Background: an optimization exercise with open tools, aiming at small area, a short achievable clock period and few clock cycles per item. Do not read the settings as production practice.
Only simulation tests tie the RTL to the original design; equivalence was not proved.

// anemometer_period_speed_meter_top
module anemometer_period_speed_meter_top (
  input  logic                           clk_i,
  input  logic                           rst_ni,
  input  logic                           in_valid_i,
  output logic                           in_ready_o,
  input  apm_pkg::in_word_t              in_word_i,
  output logic                           out_valid_o,
  input  logic                           out_ready_i,
  output apm_pkg::out_word_t             out_word_o,
  input  logic                           cfg_we_i,
  input  logic [apm_pkg::CfgIdxBits-1:0] cfg_index_i,
  input  logic [apm_pkg::DataBits-1:0]   cfg_data_i
);
Size in the first run: about 230 I/O pins.
==> flow/config.mk <==
export PLATFORM = sky130hd
export DESIGN_NAME = anemometer_period_speed_meter_top
export DESIGN_NICKNAME = anemometer_period_speed_meter_top
export VERILOG_FILES = /design/flow/design.v
export SDC_FILE = /design/flow/constraint.sdc
export NUM_CORES = 4
export LEC_CHECK = 0
export CAP_MARGIN = 0
export CORE_MARGIN = 2
export CORE_UTILIZATION = 40
export CTS_CLUSTER_DIAMETER = 80
export CTS_CLUSTER_SIZE = 30
export SETUP_SLACK_MARGIN = 5
export SLEW_MARGIN = 0
==> flow/constraint.sdc <==
create_clock -name core_clock -period 9.0 [get_ports {clk_i}]
set_input_delay 1.8000 -clock core_clock [delete_from_list [all_inputs] [get_ports {clk_i}]]
set_output_delay 1.8000 -clock core_clock [all_outputs]
set_load 0.01 [all_outputs]
run.sh (not shown) runs the stock make flow with config.mk's settings and CLKGATE_MAP_FILE= SYNTH_SCRIPT=/design/flow/synth_recipe.tcl, a recipe that flattens the netlist after the stock synthesis.
Testbench counts at the start, summed over its fixed seeds: cycles 20,519, items 1,920.
Change:
==> flow/flow/run.sh (new file) <==
#!/bin/bash
set -euo pipefail
bash standard.sh SETUP_SLACK_MARGIN=5.6 finish > standard.log 2>&1
==> flow/standard.sh (new file) <==
#!/bin/bash
# synth_recipe.tcl (not shown) runs the flow's synth.tcl, then flattens the netlist and writes it again
# the make line also repeats each setting of config.mk as NAME=value (left out here)
make -C /OpenROAD-flow-scripts/flow DESIGN_CONFIG=/design/flow/config.mk WORK_HOME=/design/flow/orfs CLKGATE_MAP_FILE= SYNTH_SCRIPT=/design/flow/synth_recipe.tcl "${@:-finish}"
- CAP_MARGIN: 0 -> 20
- CTS_CLUSTER_DIAMETER: 80 -> unset
- CTS_CLUSTER_SIZE: 30 -> unset
- SETUP_SLACK_MARGIN: 5 -> unset
- SLEW_MARGIN: 0 -> 20
removed: flow/run.sh
Outcome: Setup slack gets better by 0.31 ns. Non-clock buffer count came out higher by 240. Design area is higher by roughly a tenth. Fmax came out higher by a little under a tenth. Register-to-register slack improved by 0.25 ns.

* * *

run 1:
anemometer_period_speed_meter_top again, from the RTL that the note above started with.
Design anemometer_period_speed_meter_top, start of the top module:
module anemometer_period_speed_meter_top (
  input  logic                           clk_i,
  input  logic                           rst_ni,
  input  logic                           in_valid_i,
  output logic                           in_ready_o,
  input  apm_pkg::in_word_t              in_word_i,
  output logic                           out_valid_o,
  input  logic                           out_ready_i,
  output apm_pkg::out_word_t             out_word_o,
  input  logic                           cfg_we_i,
  input  logic [apm_pkg::CfgIdxBits-1:0] cfg_index_i,
  input  logic [apm_pkg::DataBits-1:0]   cfg_data_i
);
clock: 9.0 ns
lec_check: 0
cap_margin: 0
core_margin: 2
core_utilization: 40
cts_cluster_diameter: 90
cts_cluster_size: 35
setup_slack_margin: 5
slew_margin: 0
Stock flow here: none of the scripts above is used.
Testbench counts of run 1, summed over its fixed seeds: cycles 20,519, items 1,920.
Edits applied to the flow inputs when going from run 1 to run 2:
- CTS_CLUSTER_DIAMETER: 90 -> unset
- SLEW_MARGIN: 0 -> 20
- CTS_CLUSTER_SIZE: 35 -> unset
- CAP_MARGIN: 0 -> 20
- SETUP_SLACK_MARGIN: 5 -> 4.5
Notes after the runs:
Run 2 gives more final-layout clock buffer total than run 1 did. Sort run 2 and run 1 by worst stage delay on the critical path desc -> top: run 2. Lower post-synthesis to final-layout area growth among run 2 and run 1: run 1. Looking at number of vias per cell, run 2 sits below run 1. The synthesized cell count on run 2 is in line with that on run 1. Comparing design area for run 2 and run 1, the bigger number came from run 2.
## Diff of input files: run 3 against run 2
- PLACE_DENSITY now 0.7, previously not set
- SETUP_SLACK_MARGIN now 5, was 4.5
- CORE_UTILIZATION now 60, was 40
Results
In the flow results for run 3 and run 2, the number of cells traversed by the worst register-to-register path is larger on run 3. Final critical-path required period was higher in the run labelled run 2. Number of cells in the design after placement delta for run 3 relative to run 2: about 9% lower. Re first-pass GRT wire length: run 2 was higher than run 3.

==> separate check: timing with driven ports <==
No port has a modelled driver above. Below, the same layouts with a new extraction and two added sets of constraints.
Step 1 sets driving cells, clkbuf_16 on the clock port and buf_2 on the other inputs (assumed; they add their load-dependent delay and slew).
Step 2 moves the port delays by t, midway between the first and last clock arrival at a register: inputs arrive t later, outputs are due t later. That takes back most of the time a late clock gives input paths.
Slacks: no drivers / after step 1 / after step 2; pairs: no drivers / after step 1.
| run | t, ns | setup WS [ns] | cell pins on the clock port's net |
|---|---|---|---|
| the first run of note 1 | 0.641 | 5.130 / 5.066 / 4.540 | 1 |
| the second run of note 1 | 0.680 | 5.440 / 5.440 / 5.006 | 1 |
| run 1 | 0.688 | 5.107 / 5.038 / 4.537 | 1 |
| run 2 | 0.670 | 4.631 / 4.678 / 4.008 | 1 |
| run 3 | 0.661 | 5.080 / 5.049 / 4.478 | 1 |
After both steps setup and hold are still met in every run listed. For run 2, which loses most, drivers alone change the setup slack by +0.047 ns; drivers and shift together by -0.623 ns.
